Context: an optimization exercise on an open-source flow, tuned for small area, a short achievable clock period and few clock cycles. The choices shown serve that exercise and are no tape-out recipe. At most, simulation tests tie the RTL to the original design; equivalence was not proved. The RTL of runs 2 to 6 was laid out without a check of its function. Power and IR drop assume default switching activity.

==> flow/design.v <==
package axiPkg;
  typedef logic [31:0] addr_t;
  typedef logic [31:0] data_t;
  typedef logic [3:0]  strb_t;
  typedef logic [7:0]  id_t;
  typedef logic [7:0]  len_t;
  typedef logic [2:0]  prot_t;
  localparam int unsigned BeatBytes = 4;
  localparam int unsigned AddrReqBits = 32 + 8 + 8 + 2 + 3;
  localparam int unsigned WBeatBits   = 32 + 4;
  localparam int unsigned RBeatBits   = 32 + 2 + 8 + 1;
  localparam int unsigned BRspBits    = 2 + 8;
  typedef enum logic [1:0] {
    FIXED = 2'd0,
    INCR  = 2'd1
  } burst_e;
  typedef enum logic [1:0] {
    OKAY   = 2'd0,
    SLVERR = 2'd2,
    DECERR = 2'd3
  } resp_e;
  typedef struct packed {
    addr_t  addr;
    id_t    id;
    len_t   len;
    burst_e burst;
    prot_t  prot;
  } addrReq_t;
  typedef struct packed {
    data_t data;
    strb_t strb;
  } wBeat_t;
  typedef struct packed {
    data_t data;
    resp_e resp;
    id_t   id;
    logic  last;
  } rBeat_t;
  typedef struct packed {
    resp_e resp;
    id_t   id;
  } bRsp_t;
endpackage
package apbPkg;
  typedef enum logic [1:0] {
    IDLE   = 2'd0,
    SETUP  = 2'd1,
    ACCESS = 2'd2
  } apbState_e;
  typedef struct packed {
    logic [31:0]   paddr;
    logic [31:0]   pwdata;
    logic [3:0]    pstrb;
    logic [2:0]    pprot;
    logic          pwrite;
  } apbReq_t;
endpackage
module syncFifo #(
  parameter int unsigned Width = 8,
  parameter int unsigned Depth = 4
) (
  input  logic             pclk,
  input  logic             preset_n,
  input  logic [Width-1:0] inData,
  input  logic             inValid,
  output logic             inReady,
  output logic [Width-1:0] outData,
  output logic             outValid,
  input  logic             outReady
);
  localparam int unsigned PtrBits = (Depth > 1) ? $clog2(Depth) : 1;
  localparam int unsigned CntBits = $clog2(Depth + 1);
  logic [Width-1:0]   mem [Depth];
  logic [PtrBits-1:0] wrPtr;
  logic [PtrBits-1:0] rdPtr;
  logic [CntBits-1:0] count;
  logic               push;
  logic               pop;
  assign inReady  = (count != CntBits'(Depth));
  assign outValid = (count != '0);
  assign outData  = mem[rdPtr];
  assign push     = inValid & inReady;
  assign pop      = outValid & outReady;
  always_ff @(posedge pclk) begin
    if (push) begin
      mem[wrPtr] <= inData;
    end
  end
  always_ff @(posedge pclk or negedge preset_n) begin
    if (!preset_n) begin
      wrPtr <= '0;
      rdPtr <= '0;
      count <= '0;
    end else begin
      if (push) begin
        wrPtr <= (wrPtr == PtrBits'(Depth - 1)) ? '0 : wrPtr + 1'b1;
      end
      if (pop) begin
        rdPtr <= (rdPtr == PtrBits'(Depth - 1)) ? '0 : rdPtr + 1'b1;
      end
      case ({push, pop})
        2'b10:   count <= count + 1'b1;
        2'b01:   count <= count - 1'b1;
        default: count <= count;
      endcase
    end
  end
endmodule
module readPath #(
  parameter int unsigned FifoDepth = 4
) (
  input  logic             pclk,
  input  logic             preset_n,
  input  axiPkg::addrReq_t arReq,
  input  logic             arValid,
  output logic             arReady,
  output axiPkg::rBeat_t   rBeat,
  output logic             rValid,
  input  logic             rReady,
  output axiPkg::addrReq_t rdCmd,
  output logic             rdCmdValid,
  input  logic             rdCmdReady,
  input  axiPkg::rBeat_t   rdBeat,
  input  logic             rdBeatValid,
  output logic             rdBeatReady
);
  syncFifo #(
    .Width(axiPkg::AddrReqBits),
    .Depth(FifoDepth)
  ) arFifo_i (
    .pclk    (pclk),
    .preset_n(preset_n),
    .inData  (arReq),
    .inValid (arValid),
    .inReady (arReady),
    .outData (rdCmd),
    .outValid(rdCmdValid),
    .outReady(rdCmdReady)
  );
  syncFifo #(
    .Width(axiPkg::RBeatBits),
    .Depth(FifoDepth)
  ) rFifo_i (
    .pclk    (pclk),
    .preset_n(preset_n),
    .inData  (rdBeat),
    .inValid (rdBeatValid),
    .inReady (rdBeatReady),
    .outData (rBeat),
    .outValid(rValid),
    .outReady(rReady)
  );
endmodule
module writePath #(
  parameter int unsigned FifoDepth = 4
) (
  input  logic             pclk,
  input  logic             preset_n,
  input  axiPkg::addrReq_t awReq,
  input  logic             awValid,
  output logic             awReady,
  input  axiPkg::wBeat_t   wBeat,
  input  logic             wValid,
  output logic             wReady,
  output axiPkg::bRsp_t    bRsp,
  output logic             bValid,
  input  logic             bReady,
  output axiPkg::addrReq_t wrCmd,
  output logic             wrCmdValid,
  input  logic             wrCmdReady,
  output axiPkg::wBeat_t   wrData,
  output logic             wrDataValid,
  input  logic             wrDataReady,
  input  axiPkg::bRsp_t    wrRsp,
  input  logic             wrRspValid,
  output logic             wrRspReady
);
  syncFifo #(
    .Width(axiPkg::AddrReqBits),
    .Depth(FifoDepth)
  ) awFifo_i (
    .pclk    (pclk),
    .preset_n(preset_n),
    .inData  (awReq),
    .inValid (awValid),
    .inReady (awReady),
    .outData (wrCmd),
    .outValid(wrCmdValid),
    .outReady(wrCmdReady)
  );
  syncFifo #(
    .Width(axiPkg::WBeatBits),
    .Depth(FifoDepth)
  ) wFifo_i (
    .pclk    (pclk),
    .preset_n(preset_n),
    .inData  (wBeat),
    .inValid (wValid),
    .inReady (wReady),
    .outData (wrData),
    .outValid(wrDataValid),
    .outReady(wrDataReady)
  );
  syncFifo #(
    .Width(axiPkg::BRspBits),
    .Depth(FifoDepth)
  ) bFifo_i (
    .pclk    (pclk),
    .preset_n(preset_n),
    .inData  (wrRsp),
    .inValid (wrRspValid),
    .inReady (wrRspReady),
    .outData (bRsp),
    .outValid(bValid),
    .outReady(bReady)
  );
endmodule
module apbSequencer #(
  parameter int unsigned NumSlaves = 4,
  parameter int unsigned WinBits   = 12
) (
  input  logic                           pclk,
  input  logic                           preset_n,
  input  axiPkg::addrReq_t               rdCmd,
  input  logic                           rdCmdValid,
  output logic                           rdCmdReady,
  output axiPkg::rBeat_t                 rdBeat,
  output logic                           rdBeatValid,
  input  logic                           rdBeatReady,
  input  axiPkg::addrReq_t               wrCmd,
  input  logic                           wrCmdValid,
  output logic                           wrCmdReady,
  input  axiPkg::wBeat_t                 wrData,
  input  logic                           wrDataValid,
  output logic                           wrDataReady,
  output axiPkg::bRsp_t                  wrRsp,
  output logic                           wrRspValid,
  input  logic                           wrRspReady,
  output apbPkg::apbReq_t                apbReq,
  output logic [NumSlaves-1:0]           psel,
  output logic                           penable,
  input  logic [NumSlaves-1:0]           pready,
  input  logic [NumSlaves-1:0][31:0]   prdata,
  input  logic [NumSlaves-1:0]           pslverr
);
  localparam int unsigned AddrBits = 32;
  localparam int unsigned IdxBits  = AddrBits - WinBits;
  apbPkg::apbState_e    state;
  logic                 active;
  logic                 isWrite;
  logic                 lastWrite;
  logic                 pickWrite;
  axiPkg::addr_t        curAddr;
  axiPkg::len_t         beatCnt;
  axiPkg::resp_e        wrErr;
  axiPkg::addrReq_t     cmd;
  axiPkg::addrReq_t     newCmd;
  logic [IdxBits-1:0]   winIdx;
  logic [NumSlaves-1:0] slvHit;
  logic                 decErr;
  logic                 readySel;
  logic                 errSel;
  axiPkg::data_t        rdataSel;
  axiPkg::resp_e        beatResp;
  axiPkg::resp_e        burstResp;
  logic                 beatGo;
  logic                 beatDone;
  logic                 lastBeat;
  assign pickWrite = wrCmdValid & (~rdCmdValid | ~lastWrite);
  assign newCmd    = pickWrite ? wrCmd : rdCmd;
  assign cmd       = isWrite ? wrCmd : rdCmd;
  assign winIdx = curAddr[AddrBits-1:WinBits];
  always_comb begin
    for (int k = 0; k < NumSlaves; k++) begin
      slvHit[k] = (winIdx == IdxBits'(k));
    end
  end
  assign decErr   = ~|slvHit;
  assign readySel = |(pready & slvHit);
  assign errSel   = |(pslverr & slvHit);
  always_comb begin
    rdataSel = '0;
    for (int k = 0; k < NumSlaves; k++) begin
      if (slvHit[k]) begin
        rdataSel = prdata[k];
      end
    end
  end
  always_comb begin
    if (decErr) begin
      beatResp = axiPkg::DECERR;
    end else if (errSel) begin
      beatResp = axiPkg::SLVERR;
    end else begin
      beatResp = axiPkg::OKAY;
    end
  end
  assign burstResp = (beatResp > wrErr) ? beatResp : wrErr;
  assign lastBeat = (beatCnt == cmd.len);
  assign beatGo   = isWrite ? (wrDataValid & (wrRspReady | (beatCnt != '0))) : rdBeatReady;
  assign beatDone = (state == apbPkg::ACCESS) & (decErr | readySel);
  always_ff @(posedge pclk or negedge preset_n) begin
    if (!preset_n) begin
      state     <= apbPkg::IDLE;
      active    <= 1'b0;
      isWrite   <= 1'b0;
      lastWrite <= 1'b1;
      curAddr   <= '0;
      beatCnt   <= '0;
      wrErr     <= axiPkg::OKAY;
    end else begin
      case (state)
        apbPkg::IDLE: begin
          if (!active) begin
            if (rdCmdValid | wrCmdValid) begin
              active    <= 1'b1;
              isWrite   <= pickWrite;
              lastWrite <= pickWrite;
              curAddr   <= newCmd.addr;
              beatCnt   <= '0;
              wrErr     <= axiPkg::OKAY;
            end
          end else if (beatGo) begin
            state <= apbPkg::SETUP;
          end
        end
        apbPkg::SETUP: begin
          state <= apbPkg::ACCESS;
        end
        apbPkg::ACCESS: begin
          if (beatDone) begin
            state <= apbPkg::IDLE;
            wrErr <= burstResp;
            if (lastBeat) begin
              active <= 1'b0;
            end else begin
              beatCnt <= beatCnt + 1'b1;
              if (cmd.burst != axiPkg::FIXED) begin
                curAddr <= curAddr + axiPkg::addr_t'(axiPkg::BeatBytes);
              end
            end
          end
        end
        default: begin
          state <= apbPkg::IDLE;
        end
      endcase
    end
  end
  assign psel    = (state == apbPkg::IDLE) ? '0 : slvHit;
  assign penable = (state == apbPkg::ACCESS);
  always_comb begin
    apbReq.paddr  = curAddr;
    apbReq.pwdata = isWrite ? wrData.data : '0;
    apbReq.pstrb  = isWrite ? wrData.strb : '0;
    apbReq.pprot  = cmd.prot;
    apbReq.pwrite = isWrite;
  end
  assign rdBeatValid = beatDone & ~isWrite;
  assign rdCmdReady  = beatDone & ~isWrite & lastBeat;
  assign wrDataReady = beatDone & isWrite;
  assign wrCmdReady  = beatDone & isWrite & lastBeat;
  assign wrRspValid  = beatDone & isWrite & lastBeat;
  always_comb begin
    rdBeat.data = rdataSel;
    rdBeat.resp = beatResp;
    rdBeat.id   = rdCmd.id;
    rdBeat.last = lastBeat;
    wrRsp.resp  = burstResp;
    wrRsp.id    = wrCmd.id;
  end
endmodule
module axiApbBridge #(
  parameter int unsigned NumSlaves = 4,
  parameter int unsigned WinBits   = 12,
  parameter int unsigned FifoDepth = 4
) (
  input  logic                           pclk,
  input  logic                           preset_n,
  input  axiPkg::addrReq_t               arReq,
  input  logic                           arValid,
  output logic                           arReady,
  input  axiPkg::addrReq_t               awReq,
  input  logic                           awValid,
  output logic                           awReady,
  input  axiPkg::wBeat_t                 wBeat,
  input  logic                           wValid,
  output logic                           wReady,
  output axiPkg::rBeat_t                 rBeat,
  output logic                           rValid,
  input  logic                           rReady,
  output axiPkg::bRsp_t                  bRsp,
  output logic                           bValid,
  input  logic                           bReady,
  output apbPkg::apbReq_t                apbReq,
  output logic [NumSlaves-1:0]           psel,
  output logic                           penable,
  input  logic [NumSlaves-1:0]           pready,
  input  logic [NumSlaves-1:0][31:0]   prdata,
  input  logic [NumSlaves-1:0]           pslverr
);
  axiPkg::addrReq_t rdCmd;
  logic             rdCmdValid;
  logic             rdCmdReady;
  axiPkg::rBeat_t   rdBeat;
  logic             rdBeatValid;
  logic             rdBeatReady;
  axiPkg::addrReq_t wrCmd;
  logic             wrCmdValid;
  logic             wrCmdReady;
  axiPkg::wBeat_t   wrData;
  logic             wrDataValid;
  logic             wrDataReady;
  axiPkg::bRsp_t    wrRsp;
  logic             wrRspValid;
  logic             wrRspReady;
  readPath #(.FifoDepth(FifoDepth)) readPath_i (
    .pclk, .preset_n,
    .arReq, .arValid, .arReady,
    .rBeat, .rValid, .rReady,
    .rdCmd, .rdCmdValid, .rdCmdReady,
    .rdBeat, .rdBeatValid, .rdBeatReady
  );
  writePath #(.FifoDepth(FifoDepth)) writePath_i (
    .pclk, .preset_n,
    .awReq, .awValid, .awReady,
    .wBeat, .wValid, .wReady,
    .bRsp, .bValid, .bReady,
    .wrCmd, .wrCmdValid, .wrCmdReady,
    .wrData, .wrDataValid, .wrDataReady,
    .wrRsp, .wrRspValid, .wrRspReady
  );
  apbSequencer #(
    .NumSlaves(NumSlaves),
    .WinBits  (WinBits)
  ) apbSequencer_i (
    .pclk, .preset_n,
    .rdCmd, .rdCmdValid, .rdCmdReady,
    .rdBeat, .rdBeatValid, .rdBeatReady,
    .wrCmd, .wrCmdValid, .wrCmdReady,
    .wrData, .wrDataValid, .wrDataReady,
    .wrRsp, .wrRspValid, .wrRspReady,
    .apbReq, .psel, .penable,
    .pready, .prdata, .pslverr
  );
endmodule
module axiApbBridgeTop (
  input  logic         pclk,
  input  logic         preset_n,
  input  logic [31:0]  ar_addr,
  input  logic [7:0]   ar_id,
  input  logic [7:0]   ar_len,
  input  logic [1:0]   ar_burst,
  input  logic [2:0]   ar_prot,
  input  logic         ar_valid,
  output logic         ar_ready,
  input  logic [31:0]  aw_addr,
  input  logic [7:0]   aw_id,
  input  logic [7:0]   aw_len,
  input  logic [1:0]   aw_burst,
  input  logic [2:0]   aw_prot,
  input  logic         aw_valid,
  output logic         aw_ready,
  input  logic [31:0]  w_data,
  input  logic [3:0]   w_strb,
  input  logic         w_valid,
  output logic         w_ready,
  output logic [31:0]  r_data,
  output logic [1:0]   r_resp,
  output logic [7:0]   r_id,
  output logic         r_last,
  output logic         r_valid,
  input  logic         r_ready,
  output logic [1:0]   b_resp,
  output logic [7:0]   b_id,
  output logic         b_valid,
  input  logic         b_ready,
  output logic [31:0]  paddr,
  output logic [31:0]  pwdata,
  output logic [3:0]   pstrb,
  output logic [2:0]   pprot,
  output logic         pwrite,
  output logic [3:0]   psel,
  output logic         penable,
  input  logic [3:0]   pready,
  input  logic [127:0] prdata,
  input  logic [3:0]   pslverr
);
  logic        act;        
  logic        wr;         
  logic        acc;        
  logic        fixed;      
  logic [13:2] curAddr;    
  logic        upZero;     
  logic        upOnes;     
  logic [7:0]  left;       
  logic [1:0]  wrErr;      
  logic        rv;
  logic        rl;
  logic [31:0] rd;
  logic [1:0]  rr;
  logic        bv;
  logic [3:0]  hit;
  logic        dec;
  logic        go;
  logic        done;
  logic        decDone;
  logic        fin;
  logic        last;
  logic [1:0]  beatResp;
  logic        rdAvail;
  logic        wrAvail;
  logic        free;
  logic        start;
  logic        pickW;
  logic [31:0] rdSel;
  logic        gA;
  logic        gW;
  logic        gR;
  logic [3:0]  wAcc;
  always_comb begin
    for (int k = 0; k < 4; k++) begin
      hit[k] = upZero & (curAddr[13:12] == 2'(k));
    end
  end
  assign dec = ~upZero;
  assign go      = wr ? w_valid : (~rv | r_ready);
  assign done    = acc & |(pready & hit);
  assign decDone = act & dec & (wr ? w_valid : ~rv);
  assign fin     = done | decDone;
  assign last    = (left == 8'd0);
  assign beatResp = dec ? 2'd3 : (|(pslverr & hit) ? 2'd2 : 2'd0);
  assign rdAvail = ar_valid & ~(act & ~wr) & ~(rv & rl);
  assign wrAvail = aw_valid & ~(act & wr) & ~bv;
  assign free    = ~act | (fin & last);
  assign start   = free & (rdAvail | wrAvail);
  assign pickW   = wrAvail & (~rdAvail | ~wr);
  assign fixed   = wr ? (aw_burst == 2'd0) : (ar_burst == 2'd0);
  always_comb begin
    rdSel = '0;
    for (int k = 0; k < 4; k++) begin
      rdSel = rdSel | (prdata[32*k +: 32] & {32{hit[k] & ~rv}});
    end
  end
  always_ff @(posedge pclk or negedge preset_n) begin
    if (!preset_n) begin
      act    <= 1'b0;
      wr     <= 1'b1;
      acc    <= 1'b0;
      rv     <= 1'b0;
      bv     <= 1'b0;
    end else begin
      if (acc) begin
        acc <= ~done;
      end else begin
        acc <= act & ~dec & go;
      end
      if (start) begin
        act    <= 1'b1;
        wr     <= pickW;
      end else if (fin & last) begin
        act <= 1'b0;
      end
      if (fin & ~wr) begin
        rv <= 1'b1;
      end else if (r_ready) begin
        rv <= 1'b0;
      end
      if (fin & wr & last) begin
        bv <= 1'b1;
      end else if (b_ready) begin
        bv <= 1'b0;
      end
    end
  end
  always_ff @(posedge pclk) begin
    if (start) begin
      curAddr <= pickW ? aw_addr[13:2] : ar_addr[13:2];
      upZero  <= pickW ? (aw_addr[31:14] == '0) : (ar_addr[31:14] == '0);
      upOnes  <= pickW ? (aw_addr[31:14] == '1) : (ar_addr[31:14] == '1);
      left    <= pickW ? aw_len : ar_len;
    end else if (fin) begin
      left <= left - 8'd1;
      if (!fixed) begin
        curAddr[13:2] <= curAddr[13:2] + 12'd1;
        if (&curAddr[13:2]) begin
          upZero <= upOnes;
          upOnes <= 1'b0;
        end
      end
    end
    if (start & pickW) begin
      wrErr <= 2'd0;
    end else if (fin & wr) begin
      wrErr <= wrErr | beatResp;
    end
    rd <= rdSel | (rd & {32{rv}});
    if (!rv) begin
      rr <= beatResp;
      rl <= last;
    end
  end
  assign gA      = acc | (act & ~wr & ~rv);
  assign gW      = act & ~acc & wr;
  assign gR      = act & ~acc & ~wr & rv;
  always_comb begin
    for (int k = 0; k < 4; k++) begin
      psel[k] = (hit[k] & gA) | (hit[k] & gW & w_valid) | (hit[k] & gR & r_ready);
    end
  end
  assign penable = acc;
  assign paddr   = {18'd0, curAddr, wr ? aw_addr[1:0] : ar_addr[1:0]};
  assign pwrite  = wr;
  assign pprot   = wr ? aw_prot : ar_prot;
  assign pwdata  = w_data;
  assign pstrb   = w_strb & {4{wr}};
  assign wAcc    = hit & {4{acc & wr}};
  assign w_ready = |(pready & wAcc) | (act & dec & wr);
  assign r_valid  = rv;
  assign r_data   = rd;
  assign r_resp   = rr;
  assign r_last   = rl;
  assign r_id     = ar_id;
  assign ar_ready = rv & rl & r_ready;
  assign b_valid  = bv;
  assign b_resp   = wrErr;
  assign b_id     = aw_id;
  assign aw_ready = bv & b_ready;
endmodule
==> flow/flow/run.sh <==
#!/bin/bash
# Standard layout; port buffers of the smallest plain buffer; smaller clock tree.
export BUFFER_PORTS_ARGS="-buffer_cell sky130_fd_sc_hd__buf_1"
export CTS_ARGS="-sink_clustering_enable -repair_clock_nets -dont_use_dummy_load -buf_list sky130_fd_sc_hd__clkbuf_8 -sink_clustering_size 40 -sink_clustering_max_diameter 150"
bash standard.sh > standard.log 2>&1
==> flow/standard.sh <==
#!/bin/bash
# synth_recipe.tcl (not shown) runs the flow's synth.tcl, then flattens the netlist and writes it again
# the make line also repeats each setting of config.mk as NAME=value (left out here)
make -C /OpenROAD-flow-scripts/flow DESIGN_CONFIG=/design/flow/config.mk WORK_HOME=/design/flow/orfs CLKGATE_MAP_FILE= SYNTH_SCRIPT=/design/flow/synth_recipe.tcl "${@:-finish}"
==> flow/config.mk <==
export PLATFORM = sky130hd
export DESIGN_NAME = axiApbBridgeTop
export DESIGN_NICKNAME = axiApbBridgeTop
export VERILOG_FILES = /design/flow/design.v
export SDC_FILE = /design/flow/constraint.sdc
export NUM_CORES = 4
export LEC_CHECK = 0
export CAP_MARGIN = 20
export CORE_AREA = 2.5 2.5 142.5 142.5
export DIE_AREA = 0 0 145 145
export PLACE_DENSITY = 0.6
export SETUP_SLACK_MARGIN = 2.2
export SLEW_MARGIN = 20
==> flow/constraint.sdc <==
create_clock -name core_clock -period 5.0 [get_ports {pclk}]
set_input_delay 1.0000 -clock core_clock [delete_from_list [all_inputs] [get_ports {pclk}]]
set_output_delay 1.0000 -clock core_clock [all_outputs]
set_load 0.01 [all_outputs]
==> results of run 1 <==
==> worst max-delay path: stages <==
cell and delay, ns:
buf_1 0.07, or2b_4 0.25, o211a_4 0.15, o21ai_4 0.22
nor2_1 0.06, buf_2 0.14
==> final cells by class <==
cell class / instances / share of cell area
Clock buffer: 9 / 0.02200
Inverter: 11 / 0.007332
Multi-Input combinational cell: 312 / 0.3946
Sequential cell: 64 / 0.2775
Tap cell: 265 / 0.05888
Timing Repair Buffer: 327 / 0.2397
==> path summary, 6_finish.rpt <==
check	start	end	slack, ns	depth (start not counted)
hold reg to reg	wrErr[0]	wrErr[0]	0.46	2
hold / removal	wrErr[0]	wrErr[0]	0.46	2
setup / recovery	w_valid	psel[3]	2.10	6
setup reg to reg	left[3]	curAddr[3]	2.26	5
max in group asynchronous	preset_n	wr	4.22	1
min in group asynchronous	preset_n	act	0.50	1
==> metrics by stage <==
step	utilization	power [mW]	setup WS, ns	cells	hold WS, ns
6_report	0.2913	1.302	2.097	988	0.4561
5_1_grt	0.2913	1.384	2.045	988	0.4822
4_1_cts	0.2881	1.322	2.040	983	0.4652
3_5_place_dp	0.2728	0.9452	1.736	963	0.4521
3_3_place_gp	0.2728	0.9403	1.783	963	0.4432
2_1_floorplan	-	0.8401	2.253	477	0.4695
==> sequential cells by signal, summed over array words and instances, names as in the netlist, 2 cells and up <==
register	cells
left	8
wrErr	2
rr	2
rd	32
curAddr	12
==> timing repair <==
| action | CTS | global route |
|---|---|---|
| resized for setup | 19 | 6 |
| cloned | 1 | 0 |
| buffers inserted | 10 | 5 |
| pin swaps | 7 | 11 |
| setup endpoints to repair | 40 | 33 |
==> cells by family after synthesis <==
group | count (synthesis) | share of synthesized area
DFF | 64 | 0.3622
and+or+nand+nor | 139 | 0.1629
xor gates and xnor gates | 16 | 0.03259
AOI/OAI and AO/OA | 87 | 0.1592
adders and majority gates | 2 | 0.005818
buffers and inverters | 102 | 0.1571
muxes | 49 | 0.1193
other | 1 | 0.0008720
==> where the power goes <==
group	switching [mW]	internal, mW
Combinational	0.184	0.141
Sequential	0.0377	0.592
Clock	0.187	0.160
Total	0.409	0.893
==> synth_stat cells, types with 2 or more instances <==
master,n
a21oi_1,7
clkbuf_1,19
and3_1,2
xnor2_1,11
and2_1,7
a222oi_1,21
a22oi_1,43
or4_1,4
nor4_1,9
nand3b_1,2
nor2_1,17
inv_1,11
o21ai_0,3
buf_8,2
nand2b_1,4
nand4_1,9
dfxtp_1,34
mux2_2,8
nand2_1,47
nor3_1,8
or2_2,2
buf_4,66
ha_1,2
edfxtp_1,25
dfrtp_1,4
nand3_1,20
mux2i_1,40
o22ai_1,4
xor2_1,5
==> metal layers <==
| layer | share of wire | GRT usage |
|---|---|---|
| met1 | 0.40 | 0.1735 |
| met2 | 0.50 | 0.2649 |
| met3 | 0.082 | 0.04748 |
| met4 | 0.019 | 0.04806 |
| met5 | 0 | 0 |
==> impl_metrics.json, run 1 <==
{
  "outcome": "no timing/DRC/antenna violations",
  "die_w_um": 145,
  "seqCellArea_sq_mm": 0.001563,
  "min_period_ns": 2.903,
  "cts_tree": "built",
  "port_buffers": 305,
  "worstSetupPathType": "input port to primary output",
  "cts_sinks": 64,
  "fmax_ghz": 0.3444,
  "ys_types": 53,
  "die_area_sq_mm": 0.02103,
  "finalInstanceArea_sq_mm": 0.005632,
  "tns_ns": 0,
  "postRouteAntennaNets": 0,
  "start_kind": "input port",
  "hold_path_class": "flop to flop",
  "yosys.area.top_type": "edfxtp_1",
  "synth.area.top_cells": "edfxtp_1 17%, dfxtp_1 16%, buf_4 12%",
  "area_delta_synth_final_pct": 30.96,
  "firstDrtPassIters": 7,
  "dr.first_iter.drc_count": 288,
  "synth_top_flop_cell": "dfxtp_1",
  "synthCells": 460,
  "grt-ovfl-total": 0,
  "synth-seq-cells": 64,
  "ys_warn_count": 1,
  "final_cell_mix": "298 x buf_1, 47 x nand2_1, 43 x a22oi_1",
  "grt_max_degree": 33,
  "holdBufCountCts": 0,
  "wl_per_cell_um": 16.70,
  "drc": 0,
  "worst_ep_arrival_time_ns": 1.90,
  "vdd_ir_drop_max_uv": 95.58,
  "clock_path_buffers": 2,
  "place_area_sq_mm": 0.005275,
  "syn_area_per_cell_sq_um": 9.349,
  "layout_commonest_cell": "buf_1",
  "hold_violations": 0,
  "max-cap-violations": 0,
  "fillers": 2103,
  "htree_levels": 3,
  "leakage_nw": 2.050,
  "die_h_um": 145,
  "synth.top_cell.area_share": 0.1746,
  "min_period_over_period": 0.5807,
  "core_sq_mm": 0.01933,
  "diodes": 0,
  "setup_violations": 0,
  "seq_area_frac_synth": 0.3622,
  "worst_pin_slew_ns": 0.8110,
  "nets": 1012,
  "multi_input_area_sq_mm": 0.002222,
  "dpl.hpwl_um": 13330,
  "clk_pin_slew_ns": 0.07,
  "crit_fanout": 4,
  "ios": 420,
  "start_util": 0.2224,
  "num_vias": 4550,
  "grt_pass1_wl_um": 24530,
  "routed_wl_um": 16500,
  "end_kind": "primary output",
  "synth_edf_count": 25,
  "rsz0062_at_grt": "yes",
  "cts_buffers": 9,
  "drive_above_1_share": 0.09820,
  "viasPerCell": 4.605,
  "p_per_area_mw_per_mm2": 231.1,
  "grt_usage": 0.1505,
  "cp_data_required_time_ns": 4.00,
  "synth_area_sq_mm": 0.004300,
  "cts-root-buf": "clkbuf_8",
  "maxSlewViolCount": 0,
  "worst_clock_skew_ns": 0.03243,
  "gp_congestion": 0.8602,
  "clk_latency_ns": 0.36,
  "fp-row-count": 51,
  "antenna_found_initial": 0,
  "maxSlewHeadroom": 0.4593,
  "synthArstFlopShare": 0.07813,
  "grt_pass1_vias": 4429
}
Testbench counts, summed over its fixed seeds: cycles 10,238.
==> run 2, diff against run 1 <==
--- a/flow/design.v
+++ b/flow/design.v
@@ -492,7 +492,6 @@
   logic        fixed;      
   logic [13:2] curAddr;    
   logic        upZero;     
-  logic        upOnes;     
   logic [7:0]  left;       
   logic [1:0]  wrErr;      
   logic        rv;
@@ -577,15 +576,13 @@
     if (start) begin
       curAddr <= pickW ? aw_addr[13:2] : ar_addr[13:2];
       upZero  <= pickW ? (aw_addr[31:14] == '0) : (ar_addr[31:14] == '0);
-      upOnes  <= pickW ? (aw_addr[31:14] == '1) : (ar_addr[31:14] == '1);
       left    <= pickW ? aw_len : ar_len;
     end else if (fin) begin
       left <= left - 8'd1;
       if (!fixed) begin
         curAddr[13:2] <= curAddr[13:2] + 12'd1;
         if (&curAddr[13:2]) begin
-          upZero <= upOnes;
-          upOnes <= 1'b0;
+          upZero <= wr ? (&aw_addr[31:14]) : (&ar_addr[31:14]);
         end
       end
     end
--- a/flow/config.mk
+++ b/flow/config.mk
@@ -9,5 +9,5 @@
 export CORE_AREA = 2.5 2.5 142.5 142.5
 export DIE_AREA = 0 0 145 145
 export PLACE_DENSITY = 0.6
-export SETUP_SLACK_MARGIN = 2.2
+export SETUP_SLACK_MARGIN = 2.0
 export SLEW_MARGIN = 20
==> run 2 against run 1 <==
Effect of this change: utilization fell by 0.65 points; routed wire length rose by 1.8%; critical path type unchanged; via count decreased by 2.6%; still clean.
==> impl_metrics.json, run 2 <==
{
  "grt_max_degree": 36,
  "grt_usage": 0.1542,
  "antenna_found_initial": 1,
  "synthCells": 444,
  "postRouteAntennaNets": 0,
  "seq_area_frac_synth": 0.3620,
  "layout_commonest_cell": "buf_1",
  "outcome": "no timing/DRC/antenna violations",
  "hold_path_class": "flop to flop",
  "start_util": 0.2183,
  "reg_top3": "rd x32, curAddr x12, left x8",
  "grt_pass1_wl_um": 25070,
  "cts_tree": "built",
  "clk_latency_ns": 0.36,
  "rsz0062_at_grt": "yes",
  "start_kind": "input port",
  "synth_area_sq_mm": 0.004220,
  "synth_most_common_cell": "buf_4",
  "ios": 420,
  "rrSetupSlack_ns": 2.23,
  "maxSlewHeadroom": 0.4286,
  "synthArstFlopShare": 0.07937,
  "worst_ep_arrival_time_ns": 1.96,
  "sw_frac_of_total": 0.4222,
  "die_w_um": 145,
  "drive_above_1_share": 0.07989,
  "crit_chain": "buf_6 -> nand2b_4 -> nor2_4 -> nor3_4 -> o21ai_4 -> buf_12 -> nor3_2 -> buf_2",
  "p_clk_frac": 0.142,
  "power.total_mw": 2.490,
  "setup_violations": 0,
  "yosys.area.top_type": "edfxtp_1",
  "dpl.hpwl_um": 13400,
  "die_h_um": 145,
  "fmax_ghz": 0.3377,
  "ys_types": 49,
  "core_sq_mm": 0.01933,
  "worstRegToRegCells": 7,
  "crit-reg2reg-launch": "wr",
  "crit_end": "psel[0]",
  "routed_wl_um": 16800,
  "gp_congestion": 0.8713,
  "maxSlewViolCount": 0,
  "largest-register": "rd",
  "clock_path_buffers": 2,
  "min_period_over_period": 0.5922,
  "crit_fanout": 4,
  "p_per_area_mw_per_mm2": 452.2,
  "min_from": "rd[6]",
  "p_switching_mw": 1.051,
  "fin_cells": 967,
  "die_area_sq_mm": 0.02103,
  "tns_ns": 0,
  "cts_sinks": 63,
  "final_cell_mix": "300 x buf_1, 42 x nand2_1, 42 x mux2i_1, 42 x a22oi_1, 34 x dfxtp_1",
  "synth.area.top_cells": "edfxtp_1 17%, dfxtp_1 16%, buf_4 12%",
  "grt-ovfl-total": 0,
  "synth-seq-cells": 63,
  "cts-root-buf": "clkbuf_8",
  "area_delta_synth_final_pct": 30.45,
  "worst_clock_skew_ns": 0.01668,
  "combPwrFrac": 0.471,
  "internal_power_mw": 1.438,
  "largest_reg_flops": 32,
  "worst_r2r_endpoint": "curAddr[12]",
  "htree_levels": 3,
  "cts_buffers": 9,
  "dp.cells": 949,
  "viasPerCell": 4.583,
  "min_period_ns": 2.961,
  "vdd_ir_drop_max_uv": 149.4,
  "nets": 990,
  "dr.first_iter.drc_count": 358,
  "wl_per_cell_um": 17.37,
  "clk_pin_slew_ns": 0.07,
  "syn_area_per_cell_sq_um": 9.505,
  "max-cap-violations": 0,
  "synth_common_cells": "67 x buf_4, 43 x mux2i_1, 42 x a22oi_1, 42 x nand2_1, 34 x dfxtp_1",
  "end_kind": "primary output",
  "worst_pin_slew_ns": 0.8464,
  "slowest_stage": "nor3_4",
  "leakage_nw": 1.964,
  "fp-row-count": 51,
  "worstSetupPathType": "input port to primary output",
  "p_seq_frac": 0.386,
  "slowest_delay_ns": 0.18,
  "cp-startpoint": "r_ready",
  "synth_top_flop_cell": "dfxtp_1",
  "num_vias": 4432,
  "synth_edf_count": 24,
  "ys_warn_count": 1,
  "cp_data_required_time_ns": 4.00,
  "grt_pass1_vias": 4215,
  "synth.top_cell.area_share": 0.1708,
  "hold_violations": 0,
  "port_buffers": 305,
  "firstDrtPassIters": 8,
  "drc": 0
}
## run 2: cell families (layout without fill, tap and decap cells)
family,Yosys count,in the layout,synth area share
XOR/XNOR,16,16,0.03320
other,1,19,0.0008886
buffers and inverters,100,340,0.1551
flip-flops,63,63,0.3620
AND/OR/NAND/NOR,127,127,0.1506
AO/OA/AOI/OAI,84,84,0.1663
adder cells (fa/ha/maj),2,2,0.005928
multiplexers,51,51,0.1260
## run 2: cell type report
cell class | instances | area, sq um
fillers | 2142 | 13830
repair buffers | 321 | 1303
flip-flops and latches | 63 | 1531
multi-input cells | 298 | 2176
inverters | 10 | 37.54
diodes | 1 | 2.502
clock buffers | 9 | 123.9
well taps | 265 | 331.6
## run 2: worst max-delay path: cells and delay by family
| family | cells | cell delay, ns |
|---|---|---|
| simple gates | 4 | 0.48 |
| buf+inv | 3 | 0.39 |
| compound gates | 1 | 0.08 |
## run 2: stage by stage
| stage | hold slack (ns) | utilization | area (sq um) | setup slack, ns |
|---|---|---|---|---|
| 4_1_cts | 0.4927 | 0.2812 | 5436 | 1.989 |
| 6_report | 0.4862 | 0.2847 | 5505 | 2.039 |
| 3_5_place_dp | 0.4745 | 0.2698 | 5216 | 1.600 |
| 5_1_grt | 0.5116 | 0.2846 | 5503 | 1.966 |
| 2_1_floorplan | 0.5050 | - | 4284 | 2.261 |
| 3_3_place_gp | 0.4733 | 0.2698 | 5216 | 1.577 |
## run 2: what timing repair did
item	in CTS	in global routing
endpoints found under the setup margin	17	17
gates cloned	0	0
setup buffers	3	5
pin swaps	3	3
gates resized for setup	14	6
hold buffers	0	0
## run 2: worst min-delay path by stage
| stage | to | slack [ns] | depth (start not counted) |
|---|---|---|---|
| after global routing | rv | 0.51 | 1 |
| after CTS | rd[6] | 0.49 | 2 |
| after floorplan | wrErr[0] | 0.50 | 2 |
| final | rd[6] | 0.49 | 2 |
| after global placement | rd[0] | 0.47 | 2 |
| after detailed placement | rd[6] | 0.47 | 2 |
## run 2: layer usage
metal / vias up / GRT usage / part of all wire
met1: 2050 / 0.1989 / 0.42
met5: - / 0 / 0
li1: 2101 / - / -
met3: 48 / 0.03365 / 0.074
met2: 233 / 0.2443 / 0.47
met4: 0 / 0.07524 / 0.034
## run 2: power groups by stage
stage / sequential (mW) / combinational [mW] / clock, mW
after detailed placement: 0.990 / 1.09 / 0
after global placement: 0.984 / 1.07 / 0
after global routing: 0.993 / 1.30 / 0.394
after floorplan: 1.00 / 0.679 / 0
final: 0.961 / 1.17 / 0.355
after CTS: 0.981 / 1.13 / 0.373
==> run 3, diff against run 2 <==
--- a/flow/config.mk
+++ b/flow/config.mk
@@ -11,3 +11,4 @@
 export PLACE_DENSITY = 0.6
 export SETUP_SLACK_MARGIN = 2.0
 export SLEW_MARGIN = 20
+export TNS_END_PERCENT = 10
==> run 3 against run 2 <==
Effect of this change: total power shrank 1.8%; register-to-register slack barely moved; hold slack about the same; critical endpoint unchanged.
==> impl_metrics.json, run 3 <==
{
  "layout_setup_ws_ns": 2.019,
  "hold_violations": 0,
  "worstRegToRegCells": 6,
  "ys_warn_count": 1,
  "crit_chain": "buf_6 -> nand2b_4 -> nor2_2 -> nor3_4 -> o21ai_4 -> buf_12 -> nor3_1 -> buf_2",
  "cts_buffers": 9,
  "nets": 985,
  "antenna_found_initial": 1,
  "synthArstFlopShare": 0.07937,
  "grt_usage": 0.1538,
  "yosys.area.top_type": "edfxtp_1",
  "finalInstanceArea_sq_mm": 0.005435,
  "cts_sinks": 63,
  "layout_commonest_cell": "buf_1",
  "min_from": "rd[6]",
  "start_util": 0.2183,
  "rsz0062_at_grt": "yes",
  "synth_common_cells": "67 x buf_4, 43 x mux2i_1, 42 x a22oi_1, 42 x nand2_1, 34 x dfxtp_1",
  "routed_wl_um": 16780,
  "ios": 420,
  "setup_violations": 0,
  "htree_levels": 3,
  "slowest_stage": "nor3_4",
  "worst_clock_skew_ns": 0.01679,
  "synth.area.top_cells": "edfxtp_1 17%, dfxtp_1 16%, buf_4 12%",
  "worst_ep_arrival_time_ns": 1.98,
  "area_delta_synth_final_pct": 28.79,
  "port_buffers": 305,
  "final_cell_mix": "302 x buf_1, 42 x nand2_1, 42 x mux2i_1, 42 x a22oi_1, 34 x dfxtp_1",
  "cts-root-buf": "clkbuf_8",
  "crit-reg2reg-launch": "wr",
  "seqCellArea_sq_mm": 0.001531,
  "maxSlewViolCount": 0,
  "max-cap-violations": 0,
  "crit_fanout": 4,
  "die_h_um": 145,
  "p_per_area_mw_per_mm2": 449.7,
  "slowest_delay_ns": 0.18,
  "core_sq_mm": 0.01933,
  "synthCells": 444,
  "holdBufCountCts": 0,
  "syn_area_per_cell_sq_um": 9.505,
  "worstSetupPathType": "input port to primary output",
  "synth.top_cell.area_share": 0.1708,
  "end_kind": "primary output",
  "drive_above_1_share": 0.06897,
  "leakage_nw": 1.926,
  "place_area_sq_mm": 0.005216,
  "grt_pass1_vias": 4214,
  "clk_latency_ns": 0.36,
  "clk_pin_slew_ns": 0.07,
  "seq_area_frac_synth": 0.3620,
  "tns_ns": 0,
  "gp_congestion": 0.8713,
  "grt_max_degree": 36,
  "worst_r2r_endpoint": "curAddr[12]",
  "synth_most_common_cell": "buf_4",
  "worst_pin_slew_ns": 0.8464,
  "ys_types": 49,
  "grt-ovfl-total": 0,
  "min_period_over_period": 0.5961,
  "hold_path_class": "flop to flop",
  "cp_data_required_time_ns": 4.00,
  "die_area_sq_mm": 0.02103,
  "reg_top3": "rd x32, curAddr x12, left x8",
  "largest_reg_flops": 32,
  "outcome": "no timing/DRC/antenna violations",
  "grt_pass1_wl_um": 24980,
  "synth-seq-cells": 63,
  "synth_top_flop_cell": "dfxtp_1",
  "fmax_ghz": 0.3355,
  "die_w_um": 145,
  "min_path_cells": 2,
  "multi_input_area_sq_mm": 0.002158,
  "maxSlewHeadroom": 0.4286,
  "synth_edf_count": 24,
  "vdd_ir_drop_max_uv": 149.8,
  "clock_path_buffers": 2,
  "rrSetupSlack_ns": 2.23,
  "dr.first_iter.drc_count": 344,
  "cts_tree": "built",
  "drc": 0,
  "wl_per_cell_um": 17.45,
  "postRouteAntennaNets": 0,
  "dpl.hpwl_um": 13400,
  "dpl_worst_slack_ns": 1.600,
  "firstDrtPassIters": 6,
  "viasPerCell": 4.574,
  "num_vias": 4400,
  "min_to": "rd[6]",
  "min_period_ns": 2.981,
  "synth_area_sq_mm": 0.004220,
  "fp-row-count": 51,
  "largest-register": "rd",
  "fillers": 2154,
  "start_kind": "input port"
}
run 3: kinds of logic after synthesis:
logic type / synth area share
flops: 0.3620
simple gates: 0.1506
xor+xnor: 0.03320
other cells: 0.0008886
buf+inv: 0.1551
compound gates: 0.1663
fa+ha+maj: 0.005928
mux: 0.1260
run 3: how the worst max path moves through the flow:
stage	from	to	depth (start not counted)	slack, ns
2_1_floorplan	r_ready	psel[0]	5	2.26
4_1_cts	r_ready	psel[0]	8	1.97
6_report	r_ready	psel[0]	8	2.02
3_5_place_dp	r_ready	psel[3]	7	1.60
3_3_place_gp	r_ready	psel[0]	7	1.58
5_1_grt	r_ready	psel[0]	8	1.96
run 3: layout make-up:
type | instances | area share
multi-input cells | 298 | 0.3971
repair buffers | 316 | 0.2300
diodes | 1 | 0.0004604
inverters | 10 | 0.006906
well taps | 265 | 0.06100
clock buffers | 9 | 0.02279
flip-flops and latches | 63 | 0.2818
run 3: critical path: cells and delay by family:
family                 cells  cell delay [ns]
AND/OR/NAND/NOR            4             0.50
buffers and inverters      3             0.40
AO/OA/AOI/OAI              1             0.08
run 3: what timing repair did:
item	in CTS	in global routing
endpoints found under the setup margin	17	17
pin swaps	3	3
setup buffers	3	0
resized for setup	12	2
run 3: layer usage:
| layer | track usage | wire length (um) | vias up |
|---|---|---|---|
| li1 | - | - | 2091 |
| met1 | 0.1974 | 7123 | 2033 |
| met2 | 0.2448 | 7891 | 229 |
| met3 | 0.03365 | 1205 | 47 |
| met4 | 0.07524 | 563 | 0 |
| met5 | 0 | 0 | - |
run 3: stage by stage:
stage	std cells	util	hold slack [ns]	total power [mW]
6_report	962	0.2811	0.4864	2.444
5_1_grt	961	0.2810	0.5116	2.644
4_1_cts	961	0.2807	0.4927	2.484
3_5_place_dp	949	0.2698	0.4745	2.079
3_3_place_gp	949	0.2698	0.4733	2.059
2_1_floorplan	461	-	0.5050	1.678
run 3: power breakdown:
part / leakage [nW] / total [mW] / internal (mW) / switching (mW)
Clock: 0.0647 / 0.355 / 0.160 / 0.194
Sequential: 0.568 / 0.978 / 0.795 / 0.182
Combinational: 1.29 / 1.11 / 0.451 / 0.662
==> run 4, diff against run 3 <==
--- a/flow/design.v
+++ b/flow/design.v
@@ -544,7 +544,7 @@
   always_ff @(posedge pclk or negedge preset_n) begin
     if (!preset_n) begin
       act    <= 1'b0;
-      wr     <= 1'b1;
+      wr     <= 1'b0;
       acc    <= 1'b0;
       rv     <= 1'b0;
       bv     <= 1'b0;
--- a/flow/config.mk
+++ b/flow/config.mk
@@ -11,4 +11,3 @@
 export PLACE_DENSITY = 0.6
 export SETUP_SLACK_MARGIN = 2.0
 export SLEW_MARGIN = 20
-export TNS_END_PERCENT = 10
==> run 4 against run 3 <==
Effect of this change: area after synthesis barely moved; fmax rose by 1.6%; synthesized cell count is the same; global-route usage is 0.82 points lower; clock power is 4% lower; die area unchanged; sequential cell count stayed put; setup slack gained 0.047 ns; utilization rose by 0.28 points; non-clock buffer count rose by 8; total power fell by 0.77%; critical path type unchanged; highest routed layer unchanged.
==> impl_metrics.json, run 4 <==
{
  "layout_setup_ws_ns": 2.066,
  "cp.buffers_inverters": 3,
  "start_kind": "input port",
  "synth_common_cells": "67 x buf_4, 43 x mux2i_1, 42 x a22oi_1, 42 x nand2_1, 34 x dfxtp_1",
  "slowest_stage": "nor3_4",
  "num_vias": 4414,
  "clk_latency_ns": 0.34,
  "drive_above_1_share": 0.08239,
  "area_delta_synth_final_pct": 30.13,
  "cp_data_required_time_ns": 4.00,
  "tns_ns": 0,
  "p_seq_frac": 0.397,
  "diodes": 0,
  "reg_top3": "rd x32, curAddr x12, left x8",
  "synth_area_sq_mm": 0.004219,
  "cts_buffers": 9,
  "crit_fanout": 4,
  "min_period_over_period": 0.5868,
  "gp_congestion": 0.8157,
  "crit-reg2reg-launch": "wr",
  "ys_types": 48,
  "hold_path_class": "flop to flop",
  "seq_area_frac_synth": 0.3618,
  "firstDrtPassIters": 6,
  "min_path_cells": 2,
  "die_h_um": 145,
  "end_kind": "primary output",
  "synth_edf_count": 24,
  "dr.first_iter.drc_count": 301,
  "synth_top_flop_cell": "dfxtp_1",
  "combPwrFrac": 0.463,
  "syn_area_per_cell_sq_um": 9.502,
  "leakage_nw": 1.977,
  "fp-row-count": 51,
  "maxSlewHeadroom": 0.5791,
  "min_period_ns": 2.934,
  "ys_warn_count": 1,
  "port_buffers": 305,
  "fillers": 2135,
  "routed_wl_um": 16110,
  "hold_violations": 0,
  "wl_per_cell_um": 16.63,
  "htree_levels": 3,
  "synthArstFlopShare": 0.07937,
  "crit_chain": "clkbuf_2 -> nand2b_4 -> nor2_4 -> nor3_4 -> o21ai_4 -> buf_12 -> nor2_1 -> clkbuf_2",
  "largest_reg_flops": 32,
  "start_util": 0.2182,
  "rrSetupSlack_ns": 2.21,
  "min_to": "wrErr[1]",
  "synth_most_common_cell": "buf_4",
  "grt_pass1_vias": 4312,
  "worst_clock_skew_ns": 0.01251,
  "maxSlewViolCount": 0,
  "worst_r2r_endpoint": "curAddr[3]",
  "grt_max_degree": 39,
  "worstRegToRegCells": 7,
  "utilization": 0.2840,
  "rsz0062_at_grt": "no",
  "cts_tree": "built",
  "worstSetupPathType": "input port to primary output",
  "layout_commonest_cell": "buf_1",
  "viasPerCell": 4.555,
  "p_per_area_mw_per_mm2": 441.8,
  "core_sq_mm": 0.01933,
  "p_clk_frac": 0.140,
  "max-cap-violations": 0,
  "vdd_ir_drop_max_uv": 137.9,
  "grt_pass1_wl_um": 23850,
  "antenna_found_initial": 0,
  "internal_power_mw": 1.407,
  "yosys.area.top_type": "edfxtp_1",
  "cts_sinks": 63,
  "synthCells": 444,
  "largest-register": "rd",
  "die_w_um": 145,
  "synth-seq-cells": 63,
  "worst_pin_slew_ns": 0.6280,
  "dpl_worst_slack_ns": 1.573,
  "synth.area.top_cells": "edfxtp_1 17%, dfxtp_1 16%, buf_4 12%",
  "final_cell_mix": "300 x buf_1, 43 x mux2i_1, 42 x nand2_1, 42 x a22oi_1, 34 x dfxtp_1",
  "nets": 993,
  "grt_usage": 0.1456,
  "worst_ep_arrival_time_ns": 1.93,
  "outcome": "no timing/DRC/antenna violations",
  "fmax_ghz": 0.3409,
  "clk_pin_slew_ns": 0.07,
  "sw_frac_of_total": 0.4200,
  "slowest_delay_ns": 0.20,
  "grt-ovfl-total": 0,
  "cts-root-buf": "clkbuf_8",
  "setup_violations": 0,
  "dpl.hpwl_um": 12890,
  "min_from": "wrErr[1]",
  "p_switching_mw": 1.019,
  "cpMostUsedCell": "clkbuf_2",
  "ios": 420,
  "clock_path_buffers": 2,
  "die_area_sq_mm": 0.02103,
  "postRouteAntennaNets": 0,
  "hold_ws_ns": 0.4726,
  "cpLargestDelayFamily": "simple AND/OR/NAND/NOR gates",
  "synth.top_cell.area_share": 0.1708,
  "drc": 0
}
-- run 4: final cells by class --
class | count | area, sq um | area share
multi-input cells | 298 | 2160 | 0.3933
repair buffers | 324 | 1310 | 0.2386
clock buffers | 9 | 123.9 | 0.02256
well taps | 265 | 331.6 | 0.06039
inverters | 10 | 37.54 | 0.006837
flip-flops and latches | 63 | 1528 | 0.2783
-- run 4: tightest hold or removal path: stages, from the launching register on --
cell	delay [ns]
dfxtp_1	0.33
a31oi_1	0.04
nor2_1	0.07
-- run 4: through the flow --
stage / instances / cell area (sq um) / power [mW]
after floorplan: 461 / 4283 / 1.675
after global placement: 948 / 5207 / 2.040
after detailed placement: 948 / 5207 / 2.057
after CTS: 960 / 5398 / 2.458
after global routing: 969 / 5490 / 2.623
final: 969 / 5490 / 2.426
-- run 4: what timing repair did --
action	CTS	global route
pin swaps	3	7
endpoints found under the setup margin	22	33
buffers inserted	3	9
gates resized for setup	10	7
hold buffers	0	0
gates cloned	0	0
-- run 4: power groups by stage --
stage,clock network (mW),registers (mW),logic [mW]
after global placement,0,0.983,1.06
after CTS,0.375,0.963,1.12
after global routing,0.383,0.997,1.24
after floorplan,0,0.997,0.678
after detailed placement,0,0.986,1.07
final,0.340,0.963,1.12
-- run 4: cells by family (layout without fill, tap and decap cells) --
| family | after synthesis | after routing | synth area share |
|---|---|---|---|
| AND/OR/NAND/NOR | 127 | 127 | 0.1507 |
| flip-flops | 63 | 63 | 0.3618 |
| multiplexers | 51 | 51 | 0.1260 |
| other | 1 | 18 | 0.0008888 |
| AO/OA/AOI/OAI | 84 | 84 | 0.1664 |
| XOR/XNOR | 16 | 16 | 0.03321 |
| buffers and inverters | 100 | 343 | 0.1551 |
| adder cells (fa/ha/maj) | 2 | 2 | 0.005930 |
-- run 4: worst max-delay path by stage --
| stage | start | end | cells after the start |
|---|---|---|---|
| floorplan | r_ready | psel[0] | 5 |
| global placement | r_ready | psel[0] | 7 |
| detailed placement | r_ready | psel[1] | 7 |
| CTS | r_ready | psel[0] | 7 |
| global route | pready[1] | w_ready | 6 |
| finish | r_ready | psel[1] | 8 |
-- run 4: per-layer routing --
metal  up-vias  share of wire  GRT usage
li1       2101              -          -
met1      2043           0.42     0.1779
met2       223           0.47     0.2396
met3        47          0.080    0.03931
met4         0          0.034    0.06602
met5         -              0          0
==> run 5, diff against run 4 <==
--- a/flow/config.mk
+++ b/flow/config.mk
@@ -9,5 +9,5 @@
 export CORE_AREA = 2.5 2.5 142.5 142.5
 export DIE_AREA = 0 0 145 145
 export PLACE_DENSITY = 0.6
-export SETUP_SLACK_MARGIN = 2.0
+export SETUP_SLACK_MARGIN = 2.3
 export SLEW_MARGIN = 20
==> run 5 against run 4 <==
Effect of this change: synthesized cell count unchanged; utilization up 0.21 points; combinational power barely moved; area after synthesis unchanged; critical endpoint is now psel[3]; sequential share of layout area fell by 0.088 points; routed wire length up 2.0%; fmax up 2.9%; first-iteration DRC count is 5.0% higher; via count up 0.39%.
==> impl_metrics.json, run 5 <==
{
  "outcome": "no timing/DRC/antenna violations",
  "cp_data_required_time_ns": 4.00,
  "vdd_ir_drop_max_uv": 149.0,
  "clk_pin_slew_ns": 0.07,
  "antenna_found_initial": 1,
  "port_buffers": 305,
  "yosys.area.top_type": "edfxtp_1",
  "ys_warn_count": 1,
  "leakage_nw": 1.982,
  "grt-ovfl-total": 0,
  "routed_wl_um": 16440,
  "final_cell_mix": "297 x buf_1, 42 x mux2i_1, 42 x a22oi_1",
  "multi_input_area_sq_mm": 0.002181,
  "fp-row-count": 51,
  "synth-seq-cells": 63,
  "firstDrtPassIters": 8,
  "clock_path_buffers": 2,
  "grt_pass1_wl_um": 24470,
  "max-cap-violations": 0,
  "die_h_um": 145,
  "die_w_um": 145,
  "synth.top_cell.area_share": 0.1708,
  "start_util": 0.2182,
  "power.total_mw": 2.465,
  "dpl.hpwl_um": 13280,
  "utilization": 0.2860,
  "largest-register": "rd",
  "wl_per_cell_um": 16.95,
  "hold_ws_ns": 0.4718,
  "min_period_ns": 2.852,
  "htree_levels": 3,
  "setup_violations": 0,
  "cts_tree": "built",
  "num_vias": 4431,
  "start_kind": "input port",
  "synthArstFlopShare": 0.07937,
  "seq_area_frac_synth": 0.3618,
  "synth_area_sq_mm": 0.004219,
  "clk_latency_ns": 0.35,
  "ys_types": 48,
  "synth_edf_count": 24,
  "drive_above_1_share": 0.09233,
  "largest_reg_flops": 32,
  "reg_top3": "rd x32, curAddr x12, left x8",
  "crit_chain": "buf_6 -> nand2b_4 -> nor2_4 -> nor3_4 -> o21ai_4 -> nor2_1 -> buf_2",
  "slowest_delay_ns": 0.25,
  "grt_pass1_vias": 4224,
  "hold_path_class": "flop to flop",
  "dr.first_iter.drc_count": 316,
  "fmax_ghz": 0.3506,
  "synth.area.top_cells": "edfxtp_1 17%, dfxtp_1 16%, buf_4 12%",
  "postRouteAntennaNets": 0,
  "rsz0062_at_grt": "yes",
  "seqCellArea_sq_mm": 0.001534,
  "core_sq_mm": 0.01933,
  "die_area_sq_mm": 0.02103,
  "min_period_over_period": 0.5705,
  "slowest_stage": "o21ai_4",
  "cts_buffers": 9,
  "gp_congestion": 0.8601,
  "syn_area_per_cell_sq_um": 9.502,
  "grt_usage": 0.1507,
  "ios": 420,
  "synthCells": 444,
  "area_delta_synth_final_pct": 31.08,
  "grt_max_degree": 33,
  "nets": 993,
  "p_per_area_mw_per_mm2": 445.7,
  "worst_ep_arrival_time_ns": 1.85,
  "tns_ns": 0,
  "synth_most_common_cell": "buf_4",
  "crit_fanout": 4,
  "hold_violations": 0,
  "synth_top_flop_cell": "dfxtp_1",
  "synth_common_cells": "67 x buf_4, 43 x mux2i_1, 42 x a22oi_1, 42 x nand2_1, 34 x dfxtp_1",
  "drc": 0,
  "layout_commonest_cell": "buf_1",
  "cts_sinks": 63,
  "worst_pin_slew_ns": 0.5598,
  "viasPerCell": 4.568,
  "maxSlewHeadroom": 0.6220,
  "end_kind": "primary output",
  "worst_clock_skew_ns": 0.02085,
  "maxSlewViolCount": 0,
  "worstSetupPathType": "input port to primary output",
  "cts-root-buf": "clkbuf_8",
  "fillers": 2122
}
[run 5: cell counts after synthesis]
No cell type changed its count.
[run 5: logic make-up (layout without fill, tap and decap cells)]
kind of cell | Yosys count | in the layout | synth area share
XOR/XNOR | 16 | 16 | 0.03321
buffers and inverters | 100 | 343 | 0.1551
flip-flops | 63 | 63 | 0.3618
adder cells (fa/ha/maj) | 2 | 2 | 0.005930
multiplexers | 51 | 51 | 0.1260
AO/OA/AOI/OAI | 84 | 84 | 0.1664
other | 1 | 19 | 0.0008888
AND/OR/NAND/NOR | 127 | 127 | 0.1507
[run 5: what timing repair did]
item,4_1_cts,5_1_grt
hold endpoints to repair,0,0
endpoints found under the setup margin,66,8
pin swaps,7,4
hold buffers,0,0
setup buffers,9,3
resized for setup,24,6
[run 5: critical path, delay by kind of cell]
kind                   cells  cell delay (ns)
AO/OA/AOI/OAI              1             0.25
buffers and inverters      2             0.24
AND/OR/NAND/NOR            4             0.35
[run 5: power by group]
group / total [mW] / switching [mW] / internal [mW]
Combinational: 1.14 / 0.667 / 0.475
Clock: 0.351 / 0.191 / 0.161
Sequential: 0.972 / 0.178 / 0.794
Total: 2.46 / 1.04 / 1.43
[run 5: final timing paths]
path                                from          to  slack (ns)  cells past startpoint
worst max-delay path             r_ready     psel[3]        2.15                      7
worst min-delay path            wrErr[0]    wrErr[0]        0.47                      2
worst max register to register        rv  curAddr[3]        2.42                      7
worst min register to register  wrErr[0]    wrErr[0]        0.47                      2
max in group asynchronous       preset_n          rv        4.19                      1
min in group asynchronous       preset_n          bv        0.52                      1
[run 5: stage by stage]
stage          cell area, sq um  cells  worst slack, ns
5_1_grt                    5528    969            2.102
6_report                   5530    970            2.148
3_5_place_dp               5213    948            1.428
3_3_place_gp               5213    948            1.422
2_1_floorplan              4288    461            2.274
4_1_cts                    5482    966            2.063
[run 5: final cells by class]
cell class | count | area share
Multi-Input combinational cell | 298 | 0.3943
Sequential cell | 63 | 0.2774
Timing Repair Buffer | 324 | 0.2387
Tap cell | 265 | 0.05995
Clock buffer | 9 | 0.02240
Inverter | 10 | 0.006787
Antenna cell | 1 | 0.0004525
[run 5: layer usage]
metal / vias to the layer above / GRT usage / share of wire
met5: - / 0 / 0
met4: 0 / 0.05340 / 0.020
met3: 30 / 0.03836 / 0.066
met2: 232 / 0.2403 / 0.47
met1: 2063 / 0.1980 / 0.44
li1: 2106 / - / -
==> run 6, diff against run 5 <==
--- a/flow/config.mk
+++ b/flow/config.mk
@@ -11,3 +11,4 @@
 export PLACE_DENSITY = 0.6
 export SETUP_SLACK_MARGIN = 2.3
 export SLEW_MARGIN = 20
+export TNS_END_PERCENT = 10
==> run 6 against run 5 <==
Effect of this change: hold slack hardly changed; register-to-register slack worse by 0.11 ns; utilization shrank 0.21 points; clock power barely moved; total power decreased by 0.93%; critical path depth stayed put; synthesized cell count is the same; critical endpoint is now psel[1]; highest routed layer unchanged.
==> impl_metrics.json, run 6 <==
{
  "maxSlewViolCount": 0,
  "fin_cells": 968,
  "largest-register": "rd",
  "grt_usage": 0.1508,
  "synth-seq-cells": 63,
  "synth.top_cell.area_share": 0.1708,
  "drive_above_1_share": 0.08689,
  "dpl.hpwl_um": 13280,
  "core_sq_mm": 0.01933,
  "synth_edf_count": 24,
  "crit_chain": "buf_6 -> nand2b_4 -> nor2_4 -> nor3_4 -> o21ai_4 -> nor2_4 -> buf_2",
  "multi_input_area_sq_mm": 0.002173,
  "dp.cells": 948,
  "fillers": 2124,
  "synthCells": 444,
  "die_h_um": 145,
  "leakage_nw": 1.962,
  "start_kind": "input port",
  "fmax_ghz": 0.3469,
  "tns_ns": 0,
  "worst_pin_slew_ns": 0.5547,
  "worstSetupPathType": "input port to primary output",
  "grt-ovfl-total": 0,
  "nets": 991,
  "synthArstFlopShare": 0.07937,
  "cp.buffers_inverters": 2,
  "reg_top3": "rd x32, curAddr x12, left x8",
  "p_seq_frac": 0.408,
  "cts-root-buf": "clkbuf_8",
  "slowest_stage": "o21ai_4",
  "min_to": "wrErr[0]",
  "slowest_delay_ns": 0.25,
  "clock_path_buffers": 2,
  "cts_sinks": 63,
  "combPwrFrac": 0.448,
  "fp-row-count": 51,
  "internal_power_mw": 1.412,
  "min_period_over_period": 0.5766,
  "rsz0062_at_grt": "yes",
  "synth_common_cells": "67 x buf_4, 43 x mux2i_1, 42 x a22oi_1, 42 x nand2_1, 34 x dfxtp_1",
  "worst_clock_skew_ns": 0.02062,
  "seq_area_frac_synth": 0.3618,
  "p_clk_frac": 0.145,
  "gp_congestion": 0.8601,
  "cts_tree": "built",
  "cts_buffers": 9,
  "min_from": "wrErr[0]",
  "largest_reg_flops": 32,
  "vdd_ir_drop_max_uv": 149.0,
  "drc": 0,
  "outcome": "no timing/DRC/antenna violations",
  "cp_data_required_time_ns": 4.00,
  "syn_area_per_cell_sq_um": 9.502,
  "dpl_worst_slack_ns": 1.428,
  "viasPerCell": 4.550,
  "synth_top_flop_cell": "dfxtp_1",
  "synth_most_common_cell": "buf_4",
  "yosys.area.top_type": "edfxtp_1",
  "seqCellArea_sq_mm": 0.001534,
  "end_kind": "primary output",
  "clk_pin_slew_ns": 0.07,
  "worst_ep_arrival_time_ns": 1.88,
  "max-cap-violations": 0,
  "hold_violations": 0,
  "start_util": 0.2182,
  "grt_max_degree": 33,
  "port_buffers": 305,
  "crit-reg2reg-launch": "rv",
  "min_period_ns": 2.883,
  "ys_types": 48,
  "min_path_cells": 2,
  "routed_wl_um": 16450,
  "antenna_found_initial": 1,
  "worst_r2r_endpoint": "curAddr[3]",
  "synth.area.top_cells": "edfxtp_1 17%, dfxtp_1 16%, buf_4 12%",
  "grt_pass1_vias": 4220,
  "synth_area_sq_mm": 0.004219,
  "rrSetupSlack_ns": 2.31,
  "hold_path_class": "flop to flop",
  "postRouteAntennaNets": 0,
  "final_cell_mix": "299 x buf_1, 42 x mux2i_1, 42 x a22oi_1",
  "htree_levels": 3,
  "sw_frac_of_total": 0.4219,
  "p_per_area_mw_per_mm2": 444.9,
  "maxSlewHeadroom": 0.6255,
  "grt_pass1_wl_um": 24470,
  "ys_warn_count": 1,
  "die_area_sq_mm": 0.02103,
  "num_vias": 4404,
  "ios": 420,
  "setup_violations": 0,
  "dr.first_iter.drc_count": 374,
  "firstDrtPassIters": 9,
  "worstRegToRegCells": 6,
  "layout_setup_ws_ns": 2.117,
  "layout_commonest_cell": "buf_1",
  "cpMostUsedCell": "nor2_4",
  "power.total_mw": 2.442,
  "clk_latency_ns": 0.35,
  "die_w_um": 145,
  "cpLargestDelayFamily": "simple AND/OR/NAND/NOR gates",
  "crit_fanout": 4,
  "wl_per_cell_um": 17.00,
  "area_delta_synth_final_pct": 30.10,
  "p_switching_mw": 1.030
}
-- run 6: cell counts after synthesis --
No cell type changed its count.
-- run 6: kinds of logic (layout without fill, tap and decap cells) --
kind of cell	Yosys count	in the layout	share of synthesized area
AND/OR/NAND/NOR	127	127	0.1507
buffers and inverters	100	341	0.1551
AO/OA/AOI/OAI	84	84	0.1664
flip-flops	63	63	0.3618
multiplexers	51	51	0.1260
XOR/XNOR	16	16	0.03321
adder cells (fa/ha/maj)	2	2	0.005930
other	1	19	0.0008888
-- run 6: power by group through the flow --
stage	combinational (mW)	clock, mW	sequential, mW
2_1_floorplan	0.680	0	0.997
3_3_place_gp	1.03	0	1.01
3_5_place_dp	1.05	0	1.01
4_1_cts	1.10	0.376	0.992
5_1_grt	1.21	0.399	1.03
6_report	1.09	0.353	0.995
-- run 6: through the flow --
step | utilization | hold slack [ns] | instance area [sq um]
final | 0.2839 | 0.4721 | 5489
after global routing | 0.2838 | 0.5173 | 5487
after CTS | 0.2812 | 0.4769 | 5438
after detailed placement | 0.2696 | 0.4588 | 5213
after global placement | 0.2696 | 0.4520 | 5213
after floorplan | - | 0.5050 | 4288
-- run 6: worst max-delay path by stage --
stage            start      end  slack (ns)  depth (start not counted)
2_1_floorplan  r_ready  psel[1]        2.27                          5
3_3_place_gp   r_ready  psel[1]        1.42                          7
3_5_place_dp   r_ready  psel[1]        1.43                          7
4_1_cts        r_ready  psel[1]        2.04                          7
5_1_grt        r_ready  psel[1]        2.08                          7
6_report       r_ready  psel[1]        2.12                          7
-- run 6: layer usage --
metal | up-vias | track usage | routed length (um)
li1 | 2100 | - | -
met5 | - | 0 | 0
met3 | 31 | 0.03868 | 1122
met2 | 229 | 0.2412 | 7717
met1 | 2044 | 0.1972 | 7237
met4 | 0 | 0.05340 | 376
-- run 6: final cells by class --
class                           count  area share
Tap cell                          265     0.06041
Sequential cell                    63      0.2795
Multi-Input combinational cell    298      0.3959
Timing Repair Buffer              322      0.2343
Clock buffer                        9     0.02257
Antenna cell                        1   0.0004559
Inverter                           10    0.006838
-- run 6: timing repair --
action                                  in CTS  in global routing
endpoints found under the hold margin        0                  0
hold buffers                                 0                  0
pin swaps                                    5                  4
endpoints found under the setup margin      66                 46
buffers inserted                             6                  4
resized for setup                           17                  8
-- run 6: tightest hold or removal path, delay by kind of cell, from the launching register on --
family | cells | cell delay, ns
AND/OR/NAND/NOR | 1 | 0.07
AO/OA/AOI/OAI | 1 | 0.04
flip-flops | 1 | 0.33

-- re-timing with driven ports --
In the flow no input, the clock included, has a driving cell. The finished layouts below were timed again as built, in two steps.
Step 1, drivers: a clkbuf_16 drives pclk and a buf_2 each remaining input, both assumed.
Step 2, shift: input delay + t, output delay - t, t = (earliest + latest rising clock arrival at the registers) / 2. This alone moves slack from input paths to output paths.
a / b / c = ideal / step 1 / step 2; a / b = the first two.
run	shift t [ns]	slack for setup (ns)	worst setup path at the end	latest minus earliest clock arrival (ns)	slew at the worst register clock pin (ns)
run 1	0.376	2.097 / 2.072 / 1.984	input to register	0.032 / 0.033	0.08 / 0.08
run 2	0.388	2.039 / 1.990 / 1.925	input to register	0.025 / 0.025	0.08 / 0.08
run 3	0.388	2.019 / 1.971 / 1.946	input to register	0.024 / 0.025	0.08 / 0.08
run 4	0.371	2.066 / 2.042 / 1.893	input to register	0.012 / 0.013	0.07 / 0.07
run 5	0.373	2.148 / 2.113 / 2.049	input to register	0.021 / 0.020	0.08 / 0.08
run 6	0.378	2.117 / 2.080 / 2.045	input to register	0.021 / 0.021	0.08 / 0.08
After both steps every run listed still meets setup and hold. The setup slack of run 4, which loses most, moves by -0.024 ns with the drivers and by -0.173 ns with both steps.
